What follows belongs to an exercise in optimizing a design on an open flow for a short achievable clock period and few clock cycles; a production flow would make more cautious choices. At most, simulation tests tie the RTL to the original design; equivalence was not proved. Power is estimated from default activity; no workload was simulated.

==> flow/design.v <==
package dcache_pkg;
  typedef logic [32-1:0]  word_t;
  typedef logic [26-1:0]   tag_t;
  typedef logic [3-1:0] index_t;
endpackage
`timescale 1ns/1ns
module dcache_top (
  input  logic                      CLK,
  input  logic                      nRST,
  input  logic                      cpu_ren,
  input  logic                      cpu_wen,
  input  logic [32-1:0] cpu_addr,
  input  logic [32-1:0] cpu_store,
  input  logic                      halt,
  output logic                      dhit,
  output logic [32-1:0] dload,
  output logic                      flushed,
  output logic                      mem_ren,
  output logic                      mem_wen,
  output logic [32-1:0] mem_addr,
  output logic [32-1:0] mem_store,
  input  logic [32-1:0] mem_load,
  input  logic                      dwait
);
  localparam int WW = 32;
  localparam int TW = 26;
  localparam int IW = 3;
  localparam int NS = 8;
  localparam int NF = 2 * NS;
  logic [TW-1:0] req_tag;
  logic [IW-1:0] req_idx;
  logic          req_blk;
  logic          access;
  assign req_tag = cpu_addr[WW-1 -: TW];
  assign req_idx = cpu_addr[2+1 +: IW];
  assign req_blk = cpu_addr[2];
  assign access  = cpu_ren | cpu_wen;
  logic st_idle, st_wb0, st_wb1, st_f0, st_f1, st_fl0, st_fl1, st_done;
  logic nx_idle, nx_wb0, nx_wb1, nx_f0, nx_f1, nx_fl0, nx_fl1, nx_done;
  logic                  vway_q;    
  logic [WW-1:2]         ma_q;      
  logic [WW-1:0]         ms_q;      
  logic [WW-1:0]         fw_q;      
  logic [NF-1:0]         fl_sel;    
  logic [NF-1:0]         valid_q;
  logic [NF-1:0]         dirty_q;
  logic [NF-1:0][TW-1:0] tag_q;
  logic [NF-1:0][WW-1:0] data0_q;
  logic [NF-1:0][WW-1:0] data1_q;
  logic [NS-1:0]         lru_q;
  logic [NF-1:0] match;
  logic [NS-1:0] idx_dec;
  logic          hit0, hit1, hit;
  always_comb
  begin
    for (int f = 0; f < NF; f++)
      match[f] = valid_q[f] && (tag_q[f] == req_tag);
    for (int s = 0; s < NS; s++)
      idx_dec[s] = (req_idx == IW'(s));
  end
  assign hit0 = |(match[NS-1:0] & idx_dec);
  assign hit1 = |(match[NF-1:NS] & idx_dec);
  assign hit  = hit0 | hit1;
  logic [WW-1:0] d0w0, d0w1, d1w0, d1w1, hd0, hd1;
  assign d0w0 = data0_q[{1'b0, req_idx}];
  assign d0w1 = data1_q[{1'b0, req_idx}];
  assign d1w0 = data0_q[{1'b1, req_idx}];
  assign d1w1 = data1_q[{1'b1, req_idx}];
  assign hd0  = req_blk ? d0w1 : d0w0;
  assign hd1  = req_blk ? d1w1 : d1w0;
  logic          vway;
  logic          vdirty;
  logic [TW-1:0] vtag;
  logic [WW-1:0] vdata0, vdata1;
  assign vway   = lru_q[req_idx];
  assign vdirty = dirty_q[{vway, req_idx}];
  assign vtag   = tag_q[{vway, req_idx}];
  assign vdata0 = data0_q[{vway, req_idx}];
  assign vdata1 = data1_q[{vway, req_idx}];
  logic [WW-1:0] rdata1;
  assign rdata1 = data1_q[{vway_q, req_idx}];
  logic go;
  logic hit_ok;
  logic miss;
  logic store_hit;
  logic install;
  assign go        = st_idle & ~halt & access;
  assign hit_ok    = go & hit;
  assign miss      = go & ~hit;
  assign store_hit = st_idle & ~halt & cpu_wen & hit;
  assign install   = st_f1 & ~dwait;
  logic [NF-1:0] fl_cand;
  logic [NF-1:0] fl_first;
  logic          fl_any;
  logic [IW-1:0] fl_set;
  logic          fl_way;
  logic          fl_more;
  assign fl_cand = st_fl1 ? (dirty_q & ~fl_sel) : dirty_q;
  assign fl_more = |(dirty_q & ~fl_sel);
  always_comb
  begin
    fl_first = '0;
    fl_any   = 1'b0;
    fl_set   = '0;
    fl_way   = 1'b0;
    for (int p = 0; p < NF; p++)
    begin
      if (!fl_any && fl_cand[(p % 2) * NS + p / 2])
      begin
        fl_any = 1'b1;
        fl_first[(p % 2) * NS + p / 2] = 1'b1;
        fl_set = IW'(p / 2);
        fl_way = 1'(p % 2);
      end
    end
  end
  logic [TW-1:0] fl_tag;
  logic [WW-1:0] fl_data0;
  logic [WW-1:0] fl_data1;
  assign fl_tag   = tag_q[{fl_way, fl_set}];
  assign fl_data0 = data0_q[{fl_way, fl_set}];
  always_comb
  begin
    fl_data1 = '0;
    for (int f = 0; f < NF; f++)
      fl_data1 = fl_data1 | (fl_sel[f] ? data1_q[f] : '0);
  end
  always_comb
  begin
    nx_idle = st_idle;
    nx_wb0  = 1'b0;
    nx_wb1  = 1'b0;
    nx_f0   = 1'b0;
    nx_f1   = 1'b0;
    nx_fl0  = 1'b0;
    nx_fl1  = 1'b0;
    nx_done = st_done;
    if (st_idle)
    begin
      if (halt)
      begin
        nx_idle = 1'b0;
        nx_fl0  = fl_any;
        nx_done = ~fl_any;
      end
      else if (miss)
      begin
        nx_idle = 1'b0;
        nx_wb0  = vdirty & dwait;
        nx_wb1  = vdirty & ~dwait;
        nx_f0   = ~vdirty & dwait;
        nx_f1   = ~vdirty & ~dwait;
      end
    end
    if (st_wb0)
    begin
      nx_wb0 = dwait;
      nx_wb1 = ~dwait;
    end
    if (st_wb1)
    begin
      nx_wb1 = dwait;
      nx_f0  = ~dwait;
    end
    if (st_f0)
    begin
      nx_f0 = dwait;
      nx_f1 = ~dwait;
    end
    if (st_f1)
    begin
      nx_f1   = dwait;
      nx_idle = ~dwait;
    end
    if (st_fl0)
    begin
      nx_fl0 = dwait;
      nx_fl1 = ~dwait;
    end
    if (st_fl1)
    begin
      nx_fl1  = dwait;
      nx_fl0  = ~dwait & fl_any;
      nx_done = ~dwait & ~fl_any;
    end
  end
  always_ff @(posedge CLK or negedge nRST)
  begin
    if (!nRST)
    begin
      st_idle <= 1'b1;
      st_wb0  <= 1'b0;
      st_wb1  <= 1'b0;
      st_f0   <= 1'b0;
      st_f1   <= 1'b0;
      st_fl0  <= 1'b0;
      st_fl1  <= 1'b0;
      st_done <= 1'b0;
    end
    else
    begin
      st_idle <= nx_idle;
      st_wb0  <= nx_wb0;
      st_wb1  <= nx_wb1;
      st_f0   <= nx_f0;
      st_f1   <= nx_f1;
      st_fl0  <= nx_fl0;
      st_fl1  <= nx_fl1;
      st_done <= nx_done;
    end
  end
  always_ff @(posedge CLK or negedge nRST)
  begin
    if (!nRST)
    begin
      vway_q <= 1'b0;
      ma_q   <= '0;
      ms_q   <= '0;
      fw_q   <= '0;
      fl_sel <= '0;
    end
    else
    begin
      if (st_idle)
      begin
        if (halt)
        begin
          ma_q   <= {fl_tag, fl_set, 1'b0};
          ms_q   <= fl_data0;
          fl_sel <= fl_first;
        end
        else
        begin
          vway_q <= vway;
          if (vdirty)
          begin
            ma_q <= {vtag, req_idx, ~dwait};
            ms_q <= dwait ? vdata0 : vdata1;
          end
          else
          begin
            ma_q <= {req_tag, req_idx, ~dwait};
          end
          if (!dwait)
            fw_q <= mem_load;
        end
      end
      if (st_wb0 && !dwait)
      begin
        ma_q[2] <= 1'b1;
        ms_q                     <= rdata1;
      end
      if (st_wb1 && !dwait)
        ma_q <= {req_tag, req_idx, 1'b0};
      if (st_f0 && !dwait)
      begin
        ma_q[2] <= 1'b1;
        fw_q                     <= mem_load;
      end
      if (st_fl0 && !dwait)
      begin
        ma_q[2] <= 1'b1;
        ms_q                     <= fl_data1;
      end
      if (st_fl1 && !dwait)
      begin
        ma_q   <= {fl_tag, fl_set, 1'b0};
        ms_q   <= fl_data0;
        fl_sel <= fl_first;
      end
    end
  end
  logic [WW-1:0] wd0, wd1;
  assign wd0 = (st_idle | (cpu_wen & ~req_blk)) ? cpu_store : fw_q;
  assign wd1 = (st_idle | (cpu_wen &  req_blk)) ? cpu_store : mem_load;
  genvar g;
  generate
    for (g = 0; g < NF; g++)
    begin : g_frame
      localparam logic GW = 1'(g / NS);
      localparam int   GS = g % NS;
      logic sh;
      logic fill;
      assign sh   = store_hit & idx_dec[GS] & match[g];
      assign fill = install & idx_dec[GS] & (vway_q == GW);
      always_ff @(posedge CLK or negedge nRST)
      begin
        if (!nRST)
        begin
          valid_q[g] <= 1'b0;
          dirty_q[g] <= 1'b0;
          tag_q[g]   <= '0;
          data0_q[g] <= '0;
          data1_q[g] <= '0;
        end
        else
        begin
          if ((sh & ~req_blk) | fill)
            data0_q[g] <= wd0;
          if ((sh & req_blk) | fill)
            data1_q[g] <= wd1;
          if (fill)
          begin
            valid_q[g] <= 1'b1;
            tag_q[g]   <= req_tag;
          end
          if (sh)
            dirty_q[g] <= 1'b1;
          else if (fill)
            dirty_q[g] <= cpu_wen;
          else if (st_fl1 & ~dwait & fl_sel[g])
            dirty_q[g] <= 1'b0;
        end
      end
    end
  endgenerate
  always_ff @(posedge CLK or negedge nRST)
  begin
    if (!nRST)
    begin
      lru_q <= '0;
    end
    else
    begin
      for (int s = 0; s < NS; s++)
      begin
        if (hit_ok && idx_dec[s])
          lru_q[s] <= hit0;
        else if (install && idx_dec[s])
          lru_q[s] <= ~vway_q;
      end
    end
  end
  assign dhit      = hit_ok | install;
  assign dload     = hit1 ? hd1 : (st_f1 ? (req_blk ? mem_load : fw_q) : hd0);
  assign flushed   = st_done | (st_fl1 & ~dwait & ~fl_more);
  assign mem_wen   = (miss & vdirty) | st_wb0 | st_wb1 | st_fl0 | st_fl1;
  assign mem_ren   = (miss & ~vdirty) | st_f0 | st_f1;
  assign mem_addr  = st_idle ? {vdirty ? vtag : req_tag, req_idx, 1'b0, 2'b00}
                             : {ma_q, 2'b00};
  assign mem_store = st_idle ? vdata0 : ms_q;
endmodule
clock: 7.2 ns
lec_check: 0
abc_clock_period_in_ps: 1500
cap_margin: 20
core_margin: 2
core_utilization: 40
setup_slack_margin: 3.0
slew_margin: 20
standard.sh (not shown) runs the stock make flow with config.mk's settings and CLKGATE_MAP_FILE= SYNTH_SCRIPT=/design/flow/synth_recipe.tcl, a recipe that flattens the netlist after the stock synthesis.
==> flow/flow/run.sh <==
#!/bin/bash
# Standard layout, with the slow 4-input OR/NOR cells kept out of synthesis and repair so the
# tag-compare trees map to faster NAND/NOR2-3 structures. Everything else is the standard.sh.
set -euo pipefail
WORK=$(pwd)
DU=""
for c in or4 or4b or4bb nor4 nor4b nor4bb or3 or3b nor3 nor3b and4 and4b and4bb mux4; do
  for s in 1 2 4; do
    DU="$DU sky130_fd_sc_hd__${c}_$s"
  done
done
{
  echo "include $WORK/config.mk"
  echo "export DONT_USE_CELLS += $DU"
} > "$WORK/own_config.mk"
sed "s#DESIGN_CONFIG=[^ ]*#DESIGN_CONFIG=$WORK/own_config.mk#" standard.sh > own_standard.sh
bash own_standard.sh > "$WORK/own_flow_make.log" 2>&1
Testbench counts at the start, summed over its fixed seeds: cycles 41,841.
Next try:
--- a/flow/design.v
+++ b/flow/design.v
@@ -58,8 +58,8 @@
     for (int s = 0; s < NS; s++)
       idx_dec[s] = (req_idx == IW'(s));
   end
-  assign hit0 = |(match[NS-1:0] & idx_dec);
-  assign hit1 = |(match[NF-1:NS] & idx_dec);
+  assign hit0 = match[{1'b0, req_idx}];
+  assign hit1 = match[{1'b1, req_idx}];
   assign hit  = hit0 | hit1;
   logic [WW-1:0] d0w0, d0w1, d1w0, d1w1, hd0, hd1;
   assign d0w0 = data0_q[{1'b0, req_idx}];
After rerunning:
- worst hold slack hardly moves
- first-iteration DRC count went up by 2.2%
- routed wire length went up by 6.2%
- sequential share of layout area stays flat
- die area is about the same
- worst setup slack degrades by 90 ps
- core utilization hardly moves
- cell area barely changes
- fmax went down by 1.6%
- total power went up by 130%
Testbench counts after the change, summed over its fixed seeds: cycles 41,841.

---

// dcache_top: RTL as listed in full above, without the edits since
Settings: LEC_CHECK=0, ABC_CLOCK_PERIOD_IN_PS=1500, CAP_MARGIN=20, CORE_MARGIN=2, CORE_UTILIZATION=40, SETUP_SLACK_MARGIN=2.0, SLEW_MARGIN=20; clock period 7.2 ns.
==> flow/flow/run.sh <==
#!/bin/bash
# Standard layout, with the slow 4-input OR/NOR cells kept out of synthesis and repair so the
# tag-compare trees map to faster NAND/NOR2-3 structures. Everything else is the standard.sh.
set -euo pipefail
WORK=$(pwd)
DU=""
for c in or4 or4b or4bb nor4 nor4b nor4bb; do
  for s in 1 2 4; do
    DU="$DU sky130_fd_sc_hd__${c}_$s"
  done
done
{
  echo "include $WORK/config.mk"
  echo "export DONT_USE_CELLS += $DU"
} > "$WORK/own_config.mk"
sed "s#DESIGN_CONFIG=[^ ]*#DESIGN_CONFIG=$WORK/own_config.mk#" standard.sh > own_standard.sh
bash own_standard.sh > "$WORK/own_flow_make.log" 2>&1
Testbench counts at the start, summed over its fixed seeds: cycles 41,841.
Edit:
--- a/flow/design.v
+++ b/flow/design.v
@@ -58,8 +58,8 @@
     for (int s = 0; s < NS; s++)
       idx_dec[s] = (req_idx == IW'(s));
   end
-  assign hit0 = |(match[NS-1:0] & idx_dec);
-  assign hit1 = |(match[NF-1:NS] & idx_dec);
+  assign hit0 = match[{1'b0, req_idx}];
+  assign hit1 = match[{1'b1, req_idx}];
   assign hit  = hit0 | hit1;
   logic [WW-1:0] d0w0, d0w1, d1w0, d1w1, hd0, hd1;
   assign d0w0 = data0_q[{1'b0, req_idx}];
Effect: Sequential power is about the same. Critical path depth rose by 2. Wire length fell by 3.7%. Cell area stays flat. Non-clock buffer count rose by 6. Combinational power rose by 18%. Global-route usage fell by 1.2 points. Clock skew fell by 0.016 ns. Final cell count fell by 4.8%. Power rose by 6.9%.
Testbench counts after the change, summed over its fixed seeds: cycles 41,841.

---

dcache_top, a different RTL version from the one above (not shown whole).
Size in the first run: about 1,600 flip-flops, ~200 I/O pins, about 95,000 um2 of cells after synthesis.
clock: 7.2 ns
lec_check: 0
abc_clock_period_in_ps: 1500
cap_margin: 20
core_margin: 2
core_utilization: 40
setup_slack_margin: 3.0
slew_margin: 20
Scripts as last shown in full above: flow/flow/run.sh
Next try:
--- a/flow/design.v
+++ b/flow/design.v
@@ -55,40 +55,37 @@
   begin
     for (int f = 0; f < NF; f++)
       match[f] = valid_q[f] && (tag_q[f] == req_tag);
     for (int s = 0; s < NS; s++)
       idx_dec[s] = (req_idx == IW'(s));
   end
   assign hit0 = match[{1'b0, req_idx}];
   assign hit1 = match[{1'b1, req_idx}];
   assign hit  = hit0 | hit1;
   logic [WW-1:0] d0w0, d0w1, d1w0, d1w1, hd0, hd1;
-  logic [TW-1:0] t0, t1;
   assign d0w0 = data0_q[{1'b0, req_idx}];
   assign d0w1 = data1_q[{1'b0, req_idx}];
   assign d1w0 = data0_q[{1'b1, req_idx}];
   assign d1w1 = data1_q[{1'b1, req_idx}];
-  assign t0   = tag_q[{1'b0, req_idx}];
-  assign t1   = tag_q[{1'b1, req_idx}];
   assign hd0  = req_blk ? d0w1 : d0w0;
   assign hd1  = req_blk ? d1w1 : d1w0;
   logic          vway;
   logic          vdirty;
   logic [TW-1:0] vtag;
   logic [WW-1:0] vdata0, vdata1;
   assign vway   = lru_q[req_idx];
-  assign vdirty = vway ? dirty_q[{1'b1, req_idx}] : dirty_q[{1'b0, req_idx}];
-  assign vtag   = vway ? t1 : t0;
-  assign vdata0 = vway ? d1w0 : d0w0;
-  assign vdata1 = vway ? d1w1 : d0w1;
+  assign vdirty = dirty_q[{vway, req_idx}];
+  assign vtag   = tag_q[{vway, req_idx}];
+  assign vdata0 = data0_q[{vway, req_idx}];
+  assign vdata1 = data1_q[{vway, req_idx}];
   logic [WW-1:0] rdata1;
-  assign rdata1 = data1_q[{vway_q, ma_q[2+1 +: IW]}];
+  assign rdata1 = data1_q[{vway_q, req_idx}];
   logic go;
   logic hit_ok;
   logic miss;
   logic store_hit;
   logic install;
   assign go        = st_idle & ~halt & access;
   assign hit_ok    = go & hit;
   assign miss      = go & ~hit;
   assign store_hit = st_idle & ~halt & cpu_wen & hit;
   assign install   = st_f1 & ~dwait;
@@ -298,21 +295,21 @@
         end
         else
         begin
           if ((sh & ~req_blk) | fill)
             data0_q[g] <= wd0;
           if ((sh & req_blk) | fill)
             data1_q[g] <= wd1;
           if (fill)
           begin
             valid_q[g] <= 1'b1;
-            tag_q[g]   <= ma_q[WW-1 -: TW];
+            tag_q[g]   <= req_tag;
           end
           if (sh)
             dirty_q[g] <= 1'b1;
           else if (fill)
             dirty_q[g] <= cpu_wen;
           else if (st_fl1 & ~dwait & fl_sel[g])
             dirty_q[g] <= 1'b0;
         end
       end
     end
Synthesized area shrinks by a few percent; worst hold slack barely changes; combinational power grows by well over a third; core utilization shrinks by 0.63 points; routed wire length shrinks by about a fifth; cell count shrinks by roughly a tenth; synthesized cell count shrinks by roughly a tenth; setup slack improves by 0.098 ns; clock power barely changes; die area shrinks by a few percent; clock-buffer cell count shrinks by 18; first-iteration DRC count shrinks by about a fifth; sequential power grows by a quarter to a third.
Testbench counts after the change, summed over its fixed seeds: cycles 41,841.
No functional check of the RTL was part of the first run of this note.

==> static timing again, ports no longer ideal <==
The flow's constraints put no driver on any port. The routed layouts listed below were extracted and timed again, unchanged, in two steps.
Step 1: set_driving_cell puts a clkbuf_16 on CLK and a buf_2 on each other input, an assumption about the parent block.
Step 2, shift: input delay + t, output delay - t, t = (earliest + latest rising clock arrival at the registers) / 2. This alone moves slack from input paths to output paths.
Slacks: no drivers / after step 1 / after step 2; pairs: no drivers / after step 1.
run	t, ns	slack for setup (ns)	pins driven straight from the clock port
the first run of note 1	0.934	1.534 / 1.156 / 0.349	1
the second run of note 1	0.967	1.445 / 1.133 / 1.133	1
the first run of note 2	0.935	1.686 / 1.386 / 1.386	1
the second run of note 2	0.942	1.741 / 1.439 / 1.439	1
the first run of note 3	0.974	1.510 / 1.342 / 0.660	1
the second run of note 3	0.962	1.608 / 1.372 / 1.132	1
After both steps every run listed still meets setup and hold. For the first run of note 1, which loses most, drivers alone change the setup slack by -0.378 ns; drivers and shift together by -1.185 ns.
